Background: an optimization exercise with open tools, aiming at small area, a short achievable clock period and few clock cycles per item. Do not read the settings as production practice. Function was checked by simulation only, so behaviour that the tests miss may differ from the original. Power is estimated from default activity; no workload was simulated.

<file path="flow/config.mk">
export PLATFORM = sky130hd
export DESIGN_NAME = gamepad_input_qualifier_top
export DESIGN_NICKNAME = gamepad_input_qualifier_top
export VERILOG_FILES = /design/flow/design.v
export SDC_FILE = /design/flow/constraint.sdc
export NUM_CORES = 4
export LEC_CHECK = 0
export CAP_MARGIN = 20
export CORE_MARGIN = 2
export CORE_UTILIZATION = 40
export SETUP_SLACK_MARGIN = 4.5
export SLEW_MARGIN = 20
</file>
<file path="flow/constraint.sdc">
create_clock -name core_clock -period 8.0 [get_ports {clk_i}]
set_input_delay 1.6000 -clock core_clock [delete_from_list [all_inputs] [get_ports {clk_i}]]
set_output_delay 1.6000 -clock core_clock [all_outputs]
set_load 0.01 [all_outputs]
</file>
<file path="flow/design.v">
`timescale 1ns / 1ps
package gpq_pkg;
  localparam int unsigned NUM_BUTTONS = 16;
  localparam int unsigned NUM_STICK   = 8;
  localparam int unsigned NUM_TRIG    = 2;
  localparam int unsigned NUM_HOLD    = NUM_BUTTONS + NUM_STICK;
  localparam int unsigned NUM_ALL     = NUM_HOLD + NUM_TRIG;
  localparam int unsigned AXIS_W  = 16;
  localparam int unsigned SCALE_W = 16;
  localparam int unsigned PULL_W  = 8;
  localparam int unsigned QIDX_W  = 5;
  localparam int unsigned QTIME_W = 16;
  localparam int unsigned FIRST_W = 6;
  localparam int unsigned IDX_L_UP    = NUM_BUTTONS + 0;
  localparam int unsigned IDX_L_DOWN  = NUM_BUTTONS + 1;
  localparam int unsigned IDX_L_RIGHT = NUM_BUTTONS + 2;
  localparam int unsigned IDX_L_LEFT  = NUM_BUTTONS + 3;
  localparam int unsigned IDX_R_UP    = NUM_BUTTONS + 4;
  localparam int unsigned IDX_R_DOWN  = NUM_BUTTONS + 5;
  localparam int unsigned IDX_R_RIGHT = NUM_BUTTONS + 6;
  localparam int unsigned IDX_R_LEFT  = NUM_BUTTONS + 7;
  localparam int unsigned IDX_L_TRIG  = NUM_HOLD + 0;
  localparam int unsigned IDX_R_TRIG  = NUM_HOLD + 1;
  localparam logic [FIRST_W-1:0] FIRST_NONE = '1;
  localparam logic [SCALE_W-1:0] FULL_SCALE_RST = 16'd32767;
  localparam logic [PULL_W-1:0]  TRIG_THR_RST   = 8'd127;
  localparam int unsigned CFG_IDX_W  = 2;
  localparam int unsigned CFG_DATA_W = 16;
  typedef enum logic [CFG_IDX_W-1:0] {
    CFG_FULL_SCALE_X   = 2'd0,
    CFG_FULL_SCALE_Y   = 2'd1,
    CFG_TRIG_THRESHOLD = 2'd2
  } cfg_reg_e;
  typedef enum logic [2:0] {
    ST_IDLE,
    ST_QUAL,
    ST_QUERY,
    ST_DIV,
    ST_DONE
  } state_e;
  typedef struct packed {
    logic [QTIME_W-1:0]       query_period;
    logic [QTIME_W-1:0]       query_delay;
    logic [QIDX_W-1:0]        query_index;
    logic [PULL_W-1:0]        right_pull;
    logic [PULL_W-1:0]        left_pull;
    logic signed [AXIS_W-1:0] right_y;
    logic signed [AXIS_W-1:0] right_x;
    logic signed [AXIS_W-1:0] left_y;
    logic signed [AXIS_W-1:0] left_x;
    logic [NUM_BUTTONS-1:0]   button_bits;
  } frame_t;
  typedef struct packed {
    logic                      repeat_fire;
    logic signed [FIRST_W-1:0] first_active;
    logic [NUM_ALL-1:0]        release_edges;
    logic [NUM_ALL-1:0]        press_edges;
    logic [NUM_ALL-1:0]        held_bits;
  } result_t;
  localparam int unsigned FRAME_W     = 2 * QTIME_W + QIDX_W + 2 * PULL_W + 4 * AXIS_W + NUM_BUTTONS;
  localparam int unsigned RESULT_W    = 1 + FIRST_W + 3 * NUM_ALL;
  localparam int unsigned IN_TDATA_W  = ((FRAME_W + 7) / 8) * 8;
  localparam int unsigned OUT_TDATA_W = ((RESULT_W + 7) / 8) * 8;
endpackage
`timescale 1ns / 1ps
module gpq_axis (
  input  logic signed [gpq_pkg::AXIS_W-1:0]  axis_i,
  input  logic        [gpq_pkg::SCALE_W-1:0] full_scale_i,
  output logic                               pos_o,
  output logic                               neg_o
);
  localparam int unsigned AW = gpq_pkg::AXIS_W;
  logic           sgn;
  logic [AW-1:0]  mag;
  logic           gt;
  assign sgn   = axis_i[AW-1];
  assign mag   = {axis_i[AW-2:0] ^ {(AW-1){sgn}}, sgn};
  assign gt    = {mag, sgn} > {full_scale_i, 1'b0};
  assign pos_o = gt && !sgn;
  assign neg_o = gt && sgn;
endmodule
`timescale 1ns / 1ps
module gpq_lane #(
  parameter int unsigned HOLD_WIDTH = 16
) (
  input  logic                  clk_i,
  input  logic                  rst_ni,
  input  logic                  step_i,
  input  logic                  active_i,
  output logic [HOLD_WIDTH-1:0] hold_o
);
  logic [HOLD_WIDTH-1:0] hold_q;
  logic [HOLD_WIDTH-1:0] hold_d;
  always_comb begin
    hold_d = hold_q;
    if (step_i) begin
      if (!active_i) begin
        hold_d = '0;
      end else if (hold_q != '1) begin
        hold_d = hold_q + HOLD_WIDTH'(1);
      end
    end
  end
  always_ff @(posedge clk_i or negedge rst_ni) begin
    if (!rst_ni) begin
      hold_q <= '0;
    end else begin
      hold_q <= hold_d;
    end
  end
  assign hold_o = hold_q;
endmodule
`timescale 1ns / 1ps
module gpq_rem #(
  parameter int unsigned VW = 16
) (
  input  logic signed [VW+1:0] rem_i,
  input  logic [1:0]           bits_i,    
  input  logic [VW-1:0]        div_i,     
  input  logic [VW+2:0]        div3_i,    
  output logic signed [VW+1:0] rem_o,
  output logic                 zero_o
);
  localparam int unsigned RW = VW + 2;
  localparam int unsigned TW = VW + 4;
  logic                 s1, s2;
  logic signed [RW-1:0] t1, r1;
  logic [TW-1:0]        t, p, p2, p3, p4, op0, op1, c0, c1;
  logic                 f0, f1;
  function automatic logic sum_zero(logic [TW-1:0] a, logic [TW-1:0] b);
    logic ok;
    ok = !(a[0] ^ b[0]);
    for (int i = 1; i < TW; i++) ok = ok && ((a[i] ^ b[i]) == (a[i-1] | b[i-1]));
    sum_zero = ok;
  endfunction
  assign s1 = rem_i[RW-1];
  assign t1 = {rem_i[RW-2:0], bits_i[1]};
  logic [RW-1:0] pr;
  assign pr = {2'b00, div_i};
  assign r1 = t1 + (s1 ? pr : ~pr) + {{(RW-1){1'b0}}, !s1};
  assign s2 = r1[RW-1];
  assign t   = {rem_i, bits_i};
  assign p   = {4'b0000, div_i};
  assign p2  = {3'b000, div_i, 1'b0};
  assign p3  = {1'b0, div3_i};
  assign p4  = {2'b00, div_i, 2'b00};
  assign op0 = s1 ? p  : ~p3;
  assign op1 = s1 ? p3 : ~p;
  assign c0  = t + op0 + {{(TW-1){1'b0}}, !s1};
  assign c1  = t + op1 + {{(TW-1){1'b0}}, !s1};
  assign rem_o = s2 ? c1[RW-1:0] : c0[RW-1:0];
  always_comb begin
    if (s1) begin
      f0 = sum_zero(t, p)  || sum_zero(t, p2);
      f1 = sum_zero(t, p3) || sum_zero(t, p4);
    end else begin
      f0 = (t == p3) || (t == p2);
      f1 = (t == p)  || (t == '0);
    end
  end
  assign zero_o = s2 ? f1 : f0;
endmodule
`timescale 1ns / 1ps
module gamepad_input_qualifier_top #(
  parameter int unsigned HOLD_WIDTH = 16
) (
  input  logic                                  clk_i,
  input  logic                                  rst_ni,
  input  logic [gpq_pkg::IN_TDATA_W-1:0]        s_axis_tdata,
  input  logic                                  s_axis_tvalid,
  output logic                                  s_axis_tready,
  output logic [gpq_pkg::OUT_TDATA_W-1:0]       m_axis_tdata,
  output logic                                  m_axis_tvalid,
  input  logic                                  m_axis_tready,
  input  logic                                  cfg_valid_i,
  output logic                                  cfg_ready_o,
  input  logic [gpq_pkg::CFG_IDX_W-1:0]         cfg_index_i,
  input  logic [gpq_pkg::CFG_DATA_W-1:0]        cfg_data_i
);
  localparam int unsigned NA = gpq_pkg::NUM_ALL;
  localparam int unsigned NH = gpq_pkg::NUM_HOLD;
  localparam int unsigned TW = gpq_pkg::QTIME_W;
  localparam int unsigned RW = TW + 2;
  logic [gpq_pkg::SCALE_W-1:0] full_scale_x_q;
  logic [gpq_pkg::SCALE_W-1:0] full_scale_y_q;
  logic [gpq_pkg::PULL_W-1:0]  trig_thr_q;
  gpq_pkg::frame_t             frame;
  logic [NA-1:0]               act;
  logic [gpq_pkg::NUM_STICK-1:0] stick;
  logic [HOLD_WIDTH-1:0]       hold_w [NH];
  logic                        in_xfer;
  assign cfg_ready_o = 1'b1;
  always_ff @(posedge clk_i or negedge rst_ni) begin
    if (!rst_ni) begin
      full_scale_x_q <= gpq_pkg::FULL_SCALE_RST;
      full_scale_y_q <= gpq_pkg::FULL_SCALE_RST;
      trig_thr_q     <= gpq_pkg::TRIG_THR_RST;
    end else if (cfg_valid_i) begin
      unique case (cfg_index_i)
        gpq_pkg::CFG_FULL_SCALE_X:   full_scale_x_q <= cfg_data_i;
        gpq_pkg::CFG_FULL_SCALE_Y:   full_scale_y_q <= cfg_data_i;
        gpq_pkg::CFG_TRIG_THRESHOLD: trig_thr_q <= cfg_data_i[gpq_pkg::PULL_W-1:0];
        default: ;
      endcase
    end
  end
  assign frame = gpq_pkg::frame_t'(s_axis_tdata[gpq_pkg::FRAME_W-1:0]);
  gpq_axis u_axis_ly (
    .axis_i(frame.left_y), .full_scale_i(full_scale_y_q),
    .pos_o(stick[0]), .neg_o(stick[1])
  );
  gpq_axis u_axis_lx (
    .axis_i(frame.left_x), .full_scale_i(full_scale_x_q),
    .pos_o(stick[2]), .neg_o(stick[3])
  );
  gpq_axis u_axis_ry (
    .axis_i(frame.right_y), .full_scale_i(full_scale_y_q),
    .pos_o(stick[4]), .neg_o(stick[5])
  );
  gpq_axis u_axis_rx (
    .axis_i(frame.right_x), .full_scale_i(full_scale_x_q),
    .pos_o(stick[6]), .neg_o(stick[7])
  );
  always_comb begin
    act = '0;
    act[gpq_pkg::NUM_BUTTONS-1:0] = frame.button_bits;
    act[gpq_pkg::IDX_R_LEFT:gpq_pkg::IDX_L_UP] = stick;
    act[gpq_pkg::IDX_L_TRIG] = frame.left_pull > trig_thr_q;
    act[gpq_pkg::IDX_R_TRIG] = frame.right_pull > trig_thr_q;
  end
  logic                        a_v, b0_v, b1_v, b2_v, o_v;
  logic                        a_adv, b0_adv, b1_adv;
  logic                        a_free, b0_free, b1_free, b2_free;
  logic [NA-1:0]               a_act, b0_act, b1_act, b2_act;
  logic [NH-1:0]               a_qsel;    
  logic [TW-1:0]               a_qdm, a_qp;    
  logic [TW-1:0]               b0_x, b0_p;
  logic                        b0_need, b0_fire;
  logic [TW-1:0]               b1_x, b1_p;
  logic [TW+2:0]               b1_p3;
  logic signed [RW-1:0]        b1_r;
  logic [3:0]                  b1_cnt;
  logic                        b1_div, b1_fire;
  logic [TW-3:0]               b2_x;
  logic [TW-1:0]               b2_p;
  logic [TW+2:0]               b2_p3;
  logic signed [RW-1:0]        b2_r;
  logic [3:0]                  b2_cnt;
  logic                        b2_div, b2_fire, b2_fin;
  logic [NA-1:0]               o_held, o_prev, s_held;
  logic                        o_fire, s_fire;
  logic [gpq_pkg::FIRST_W-1:0] o_first, s_first, b2_first;
  for (genvar g = 0; g < NH; g++) begin : g_lane
    gpq_lane #(
      .HOLD_WIDTH(HOLD_WIDTH)
    ) u_lane (
      .clk_i   (clk_i),
      .rst_ni  (rst_ni),
      .step_i  (a_adv),
      .active_i(a_act[g]),
      .hold_o  (hold_w[g])
    );
  end
  logic [HOLD_WIDTH-1:0] hsel;
  always_comb begin
    hsel = '0;
    for (int i = 0; i < NH; i++) hsel |= a_qsel[i] ? hold_w[i] : '0;
  end
  logic                  asel, sat, qz, gt;
  logic [TW-1:0]         x;
  assign asel = |(a_qsel & a_act[NH-1:0]);
  assign sat  = hsel == '1;
  assign qz   = a_qdm == '1;
  assign gt   = asel && (sat ? (a_qdm != {{(TW-1){1'b1}}, 1'b0}) : (qz || (TW'(hsel) > a_qdm)));
  assign x    = {hsel[HOLD_WIDTH-1:1], hsel[0] && !sat} + ~a_qdm + TW'(1);
  logic [3:0]            cnt_sel;
  logic signed [RW-1:0]  r_init;
  logic [TW-1:0]         x_init;
  always_comb begin
    cnt_sel = 4'd8;
    r_init  = '0;
    x_init  = b0_x;
    if ((b0_x >> 8) < b0_p) begin
      cnt_sel = 4'd4; r_init = RW'(b0_x >> 8); x_init = b0_x << 8;
    end
    if ((b0_x >> 6) < b0_p) begin
      cnt_sel = 4'd3; r_init = RW'(b0_x >> 6); x_init = b0_x << 10;
    end
    if ((b0_x >> 4) < b0_p) begin
      cnt_sel = 4'd2; r_init = RW'(b0_x >> 4); x_init = b0_x << 12;
    end
    if ((b0_x >> 2) < b0_p) begin
      cnt_sel = 4'd1; r_init = RW'(b0_x >> 2); x_init = b0_x << 14;
    end
    if (b0_x < b0_p) begin
      cnt_sel = 4'd0;
    end
  end
  logic signed [RW-1:0]  b1_r2;
  logic                  b1_zero;
  gpq_rem #(.VW(TW)) u_rem1 (
    .rem_i(b1_r), .bits_i(b1_x[TW-1:TW-2]), .div_i(b1_p), .div3_i(b1_p3),
    .rem_o(b1_r2), .zero_o(b1_zero)
  );
  logic signed [RW-1:0]  b2_r2;
  logic                  b2_zero, b2_done, b2_fire_nx, b2_rz;
  logic [RW-1:0]         b2_pe;
  gpq_rem #(.VW(TW)) u_rem2 (
    .rem_i(b2_r), .bits_i(b2_x[TW-3:TW-4]), .div_i(b2_p), .div3_i(b2_p3),
    .rem_o(b2_r2), .zero_o(b2_zero)
  );
  always_comb begin
    logic ok;
    b2_pe = RW'(b2_p);
    ok = !(b2_r[0] ^ b2_pe[0]);
    for (int i = 1; i < RW; i++) ok = ok && ((b2_r[i] ^ b2_pe[i]) == (b2_r[i-1] | b2_pe[i-1]));
    b2_rz = ok || (b2_r == '0);
  end
  assign b2_done    = b2_fin;   
  assign b2_fire_nx = !b2_div ? b2_fire : (b2_cnt == 4'd0) ? b2_rz : b2_zero;
  logic s_v, b2_ok, pop, push;
  assign b2_ok   = b2_v && b2_done;
  assign push    = b2_ok && !s_v;
  assign pop     = o_v && m_axis_tready;
  assign b2_free = !b2_v || push;
  assign b1_free = !b1_v || b2_free;
  assign b0_free = !b0_v || b1_free;
  assign a_free  = rdy_q;   
  assign b1_adv  = b1_v && b2_free;
  assign b0_adv  = b0_v && b1_free;
  assign a_adv   = a_v && b0_free;
  logic a_v_d, b0_v_d, b1_v_d, b2_v_d, s_v_d, b2_fin_d, rdy_q;
  assign a_v_d    = a_free  ? s_axis_tvalid : a_v;
  assign b0_v_d   = b0_free ? a_v  : b0_v;
  assign b1_v_d   = b1_free ? b0_v : b1_v;
  assign b2_v_d   = b2_free ? b1_v : b2_v;
  assign s_v_d    = pop ? 1'b0 : (s_v || (push && o_v));
  assign b2_fin_d = b1_adv ? (!b1_div || (b1_cnt <= 4'd2)) :
                    (b2_v && !b2_done) ? (b2_cnt <= 4'd2) : b2_fin;
  always_ff @(posedge clk_i or negedge rst_ni) begin
    if (!rst_ni) begin
      rdy_q <= 1'b1;
    end else begin
      rdy_q <= !a_v_d || !b0_v_d || !b1_v_d || !b2_v_d || (b2_fin_d && !s_v_d);
    end
  end
  assign s_axis_tready = rdy_q;
  assign in_xfer       = s_axis_tvalid && a_free;
  always_ff @(posedge clk_i or negedge rst_ni) begin
    if (!rst_ni) begin
      a_v  <= 1'b0;
      b0_v <= 1'b0;
      b1_v <= 1'b0;
      b2_v <= 1'b0;
      o_v  <= 1'b0;
      s_v  <= 1'b0;
    end else begin
      if (a_free)  a_v  <= s_axis_tvalid;
      if (b0_free) b0_v <= a_v;
      if (b1_free) b1_v <= b0_v;
      if (b2_free) b2_v <= b1_v;
      if (pop) begin
        o_v <= s_v || push;
        s_v <= 1'b0;
      end else begin
        o_v <= o_v || push;
        s_v <= s_v || (push && o_v);
      end
    end
  end
  always_ff @(posedge clk_i) begin
    if (a_free) begin
      a_act <= act;
      for (int i = 0; i < NH; i++) a_qsel[i] <= frame.query_index == gpq_pkg::QIDX_W'(i);
      a_qdm <= frame.query_delay - TW'(1);
      a_qp  <= frame.query_period;
    end
    if (a_adv) begin
      b0_act  <= a_act;
      b0_x    <= x;
      b0_p    <= a_qp;
      b0_need <= gt && (a_qp != '0);
      b0_fire <= asel && (hsel == '0) && !qz;
    end
    if (b0_adv) begin
      b1_act  <= b0_act;
      b1_x    <= x_init;
      b1_p    <= b0_p;
      b1_p3   <= (TW+3)'(b0_p) + ((TW+3)'(b0_p) << 1);
      b1_r    <= r_init;
      b1_cnt  <= cnt_sel;
      b1_div  <= b0_need && (cnt_sel != 4'd0);
      b1_fire <= b0_fire;
    end
    if (b1_adv) begin
      b2_act  <= b1_act;
      b2_x    <= b1_x[TW-3:0];
      b2_p    <= b1_p;
      b2_p3   <= b1_p3;
      b2_r    <= b1_r2;
      b2_cnt  <= b1_cnt - 4'd1;
      b2_fin  <= !b1_div || (b1_cnt <= 4'd2);
      b2_div  <= b1_div;
      b2_fire <= b1_fire;
    end else if (b2_v && !b2_done) begin
      b2_r   <= b2_r2;
      b2_x   <= b2_x << 2;
      b2_cnt <= b2_cnt - 4'd1;
      b2_fin <= b2_cnt <= 4'd2;
    end
    if (push && (!o_v || pop)) begin
      o_fire  <= b2_fire_nx;
      o_first <= b2_first;
    end else if (pop) begin
      o_fire  <= s_fire;
      o_first <= s_first;
    end
    if (push && o_v && !pop) begin
      s_held  <= b2_act;
      s_fire  <= b2_fire_nx;
      s_first <= b2_first;
    end
  end
  always_ff @(posedge clk_i or negedge rst_ni) begin
    if (!rst_ni) begin
      o_held <= '0;
      o_prev <= '0;
    end else begin
      if (push && (!o_v || pop)) begin
        o_held <= b2_act;
      end else if (pop) begin
        o_held <= s_held;
      end
      if (pop) begin
        o_prev <= o_held;
      end
    end
  end
  always_comb begin
    b2_first = gpq_pkg::FIRST_NONE;
    for (int i = NA - 1; i >= 0; i--) begin
      if (b2_act[i]) b2_first = gpq_pkg::FIRST_W'(i);
    end
  end
  assign m_axis_tvalid = o_v;
  assign m_axis_tdata  = gpq_pkg::OUT_TDATA_W'({o_fire, o_first, o_prev & ~o_held,
                                                o_held & ~o_prev, o_held});
endmodule
</file>
<file path="flow/run.sh">
#!/bin/bash
# synth_recipe.tcl (not shown) runs the flow's synth.tcl, then flattens the netlist and writes it again
# the make line also repeats each setting of config.mk as NAME=value (left out here)
make -C /OpenROAD-flow-scripts/flow DESIGN_CONFIG=/design/flow/config.mk WORK_HOME=/design/flow/orfs CLKGATE_MAP_FILE= SYNTH_SCRIPT=/design/flow/synth_recipe.tcl finish
</file>
==> summary.md <==
The logs give 6764 for the number of placed instances, taps included and 264 µV for the highest ir drop seen on vdd. Routability-driven placement finished with a final weighted congestion of 1.01. Compared with the post-synthesis result, the final layout area differs by 19.9%. Counting flops with an async set or reset pin after synthesis yields a share of 56.3%.

Leaving out fill and tap cells, the most frequent cells in the layout are sky130_fd_sc_hd__nor2_1, sky130_fd_sc_hd__dfrtp_1, sky130_fd_sc_hd__nand2_1. The sort of element at the start of the critical path is a flop. The number of warnings printed during yosys synthesis is 4, and the number of antenna violations at the first check in global routing is 7. The sum of met2 wire segment lengths after detailed routing was 69100 µm. The tools report the met3 wire length as 12300 µm. With fillers left out, the area of the finished cells amounts to 60100 µm². In this design, the critical path's most frequently occurring cell is sky130_fd_sc_hd__buf_6.

After clock tree synthesis, the clock-pin slew on the worst setup and hold paths is 60 ps. Total number of H-tree levels: 3. The tools report the category of the worst setup path capture point as a flop. For the hold slack, the log shows 416 ps. Of the synthesized area, sequential elements account for 46.6%. The first-pass GRT wire length is 234000 µm.

The slowest stage of the critical path belongs to the cell sky130_fd_sc_hd__edfxtp_1. Once layout is complete, the cells apart from fillers number 7104. The maximum single-stage delay on the critical path was 440 ps. The first-pass detailed-route iteration total is 6. The pin slew with the least headroom to its limit was 1040 ps.

The placed instances occupy a cell area of 54300 µm². The logs give 25.8 mW for the total chip power and 156000 µm for the total wire length after detailed routing. The final sum of negative setup slack was 0 ps; the final hold violation count was 0. The number of failing setup endpoints in the final timing report is 0, and the width of the die is 358 µm. Setup repair after global routing could not meet its margin everywhere.

Counting both buffers and inverters, the worst setup path holds a total of 11. Measured on the finished design, the core utilization comes to 48.4%. Counting flops with a built-in enable in the synthesized netlist gives 374. The routed wire length per instance was 22.0 µm. The total routed wire length on the met1 layer is 67900 µm, and the routed via count divided by cell count is 5.68. Number of distinct library cells after synthesis: 89. The highest routed metal layer is met5.

The clock sink count was 858. The library cell used most frequently in the layout, excluding fill and tap cells, is sky130_fd_sc_hd__nor2_1. After technology mapping, the gate count stands at 5041.

The sum of net half-perimeters after detailed placement is 114000 µm. Achievable frequency: 235 MHz. Broken down by cell family, the worst path's largest delay share belongs to simple AND/OR/NAND/NOR gates. Clock latency on the worst-skew pair, taken at its later pin, is 720 ps. The antenna violation net count after detailed routing was 0.

The chip height was 358 µm. The run gives 0 as the count of pins over their slew limit. Measured against its own limit, the worst slew margin works out to 30.7%. The run gives 38258 as the number of global-route vias before repair. Post-layout minimum cycle time: 4250 ps.

The tools report the initial cell density of the core as 40.4%. For this run, the total global-route usage over all layers was measured as 23.9%. For this design the ratio of total power to cell area is 429 nW/µm². At the worst endpoint, the required time is 8530 ps. The run gives 165 as the maximum number of pins on one net before global-route repair. The longest clock path from root to sink contains 3 buffers. The worst setup margin was 3750 ps. The area of the core was 124000 µm². The run gives 40318 as the total via count after detailed routing. The total leakage power came out at 25.4 nW. In this run the worst path has a maximum fanout of 5. The dominant synthesized flop cell is sky130_fd_sc_hd__dfrtp_1.

Row generation in the floorplan step produced 129 rows. The tree is rooted in a sky130_fd_sc_hd__clkbuf_16. Input and output buffers added on the ports amount to 242.

In the final design database the tool counted 5902 nets. The critical path in this run is classified as flop to flop. For the placement-stage worst setup slack, the log shows 2970 ps.

In this run the cell area of the synthesized design comes to 50200 µm². The total of fill cells in the finished design came out at 11367. The logs give 128000 µm² for the floorplan die area and 0 for the global route total overflow. Hold repair after CTS inserted 0 buffers.

Clock tree synthesis inserted a total of 96 buffers. The iteration-0 DRC count of the detailed router came out at 3672. After detailed routing, the number of remaining DRC violations is 0. Max-cap violations in this run came to 0. The run finished with no timing, DRC or antenna violations. The min-delay analysis places its worst path in the category flop to flop. The mean instance size in the synthesized netlist was 9.95 µm²; the number of top-level pins was 250. The data arrival time of the worst path was 4780 ps; the post-route fraction of the period consumed by the critical path was 53.1%. Synthesis inferred 858 register bits. TritonCTS built the clock tree. The layout cell share with drive strength beyond 1 works out to 11.6%.

The worst-case clock skew came out at 68.5 ps.
==> cell type report <==
| class | instances | area [µm²] | share of cell area [%] |
|---|---|---|---|
| sequential | 858 | 23400 | 38.9 |
| tap | 1637 | 2050 | 3.41 |
| timing repair inverter | 1 | 11.3 | 0.0187 |
| timing repair buffer | 428 | 4300 | 7.15 |
| inverter | 268 | 1040 | 1.73 |
| clock buffer | 115 | 2520 | 4.20 |
| antenna | 4 | 10.0 | 0.0166 |
| clock inverter | 64 | 812 | 1.35 |
| multi-input combinational | 3729 | 26000 | 43.2 |
==> path summary, 6_finish.rpt <==
check | cells past startpoint | slack, ps | end | from
worst max-delay path | 25 | 3750 | b0_x[7] | a_qsel[10]
worst min-delay path | 0 | 420 | b2_act[10] | b1_act[10]
worst max register to register | 25 | 3750 | b0_x[7] | a_qsel[10]
worst min register to register | 0 | 420 | b2_act[10] | b1_act[10]
max in group asynchronous | 2 | 5670 | g_lane[23].u_lane.hold_q[12] | rst_ni
min in group asynchronous | 1 | 900 | full_scale_x_q[15] | rst_ni
==> cells by family (layout without fill, tap and decap cells) <==
kind of cell | Yosys count | count (layout) | synth area share, %
AOI/OAI and AO/OA | 997 | 997 | 12.8
adders and majority gates | 361 | 361 | 9.09
and+or+nand+nor | 1790 | 1791 | 17.5
DFF | 858 | 858 | 46.6
xor gates and xnor gates | 457 | 457 | 7.98
muxes | 119 | 119 | 2.52
buffers and inverters | 457 | 876 | 3.49
other | 2 | 8 | 0.0150
==> worst reg2reg max path, stage by stage, from the launching register on <==
cell	delay (ps)
sky130_fd_sc_hd__edfxtp_1	440
sky130_fd_sc_hd__buf_12	180
sky130_fd_sc_hd__buf_6	120
sky130_fd_sc_hd__buf_4	120
sky130_fd_sc_hd__a22oi_2	290
sky130_fd_sc_hd__nand4_1	200
sky130_fd_sc_hd__nor3_4	400
sky130_fd_sc_hd__nor4_1	130
sky130_fd_sc_hd__and3_1	220
sky130_fd_sc_hd__or2_4	260
sky130_fd_sc_hd__ha_4	170
sky130_fd_sc_hd__nor2b_4	110
sky130_fd_sc_hd__o21ai_2	80
sky130_fd_sc_hd__a21oi_2	140
sky130_fd_sc_hd__o211ai_1	120
sky130_fd_sc_hd__a21boi_1	210
sky130_fd_sc_hd__buf_4	160
sky130_fd_sc_hd__buf_6	80
sky130_fd_sc_hd__buf_6	80
sky130_fd_sc_hd__buf_6	80
sky130_fd_sc_hd__buf_6	80
sky130_fd_sc_hd__buf_6	90
sky130_fd_sc_hd__buf_6	80
sky130_fd_sc_hd__buf_6	80
sky130_fd_sc_hd__nor3_2	30
sky130_fd_sc_hd__nor2_1	90
==> what timing repair did <==
action / 4_1_cts / 5_1_grt
endpoints found under the setup margin: 127 / 86
pin swaps: 34 / 83
gates cloned: 2 / 7
buffers inserted: 104 / 43
resized for setup: 128 / 155
==> Yosys cell counts, drive strengths merged, types with 32 or more instances <==
library cell | number | area [µm²]
nor4 | 56 | 357
nand2 | 389 | 1460
ha | 355 | 4440
a211oi | 34 | 255
nor3 | 91 | 460
nand4 | 142 | 888
o31ai | 37 | 308
xnor2 | 197 | 1730
or3 | 92 | 576
mux2i | 60 | 601
and3 | 98 | 613
dfrtp | 445 | 11100
xor2 | 260 | 2280
inv | 267 | 1000
a22oi | 193 | 1450
nand2b | 38 | 238
nor2 | 497 | 1880
and4 | 34 | 298
dfstp | 38 | 998
a21oi | 194 | 971
edfxtp | 374 | 11200
clkbuf | 173 | 652
and2 | 32 | 200
mux2 | 59 | 664
a21o | 79 | 593
nor2b | 93 | 582
nand3 | 195 | 981
o21ai | 296 | 1480
==> state kept, by name, indices dropped and copies added (netlist names), 18 cells and up <==
signal	count
a_act	26
a_qsel	24
b0_act	26
b1_act	26
b2_act	26
b2_r	18
g_lane.u_lane.hold_q	384
o_held	26
o_prev	26
s_held	26
==> layer usage <==
| layer | up-vias | track usage [%] |
|---|---|---|
| li1 | 18916 | - |
| met1 | 19581 | 33.6 |
| met2 | 1489 | 36.4 |
| met3 | 330 | 4.13 |
| met4 | 2 | 9.72 |
| met5 | - | 0 |
==> power breakdown <==
group          leakage (nW)  internal, mW  total, mW  switching [mW]
Combinational          13.7          5.72       13.2            7.44
Clock                  1.62          2.76       4.67            1.92
Sequential             10.1          6.51       7.98            1.48
Testbench counts, summed over its fixed seeds: cycles 5,165, items 4,800.

==> afterwards: timing with drivers on the ports <==
How much do the figures lean on ideal ports? The routed layout below was timed once more, with nothing changed but the port constraints. Step 1 sets driving cells, clkbuf_16 on the clock port and buf_2 on the other inputs (assumed; they add their load-dependent delay and slew). Step 2 also shifts input and output timing later by t, the mid clock arrival at the registers, as if the neighbouring blocks saw the same clock. Three values: ideal ports, drivers, drivers and shift; two values: the first two.
shift t [ns]: 0.756
setup WS [ns]: 3.752 / 3.752 / 3.752
worst setup path after step 2: register to register
clock arrival spread, ns: 0.073 / 0.073
pins driven straight from the clock port: 1
After both steps this run still meets setup and hold. For this run, drivers alone change the setup slack by 0.000 ns; drivers and shift together by 0.000 ns.
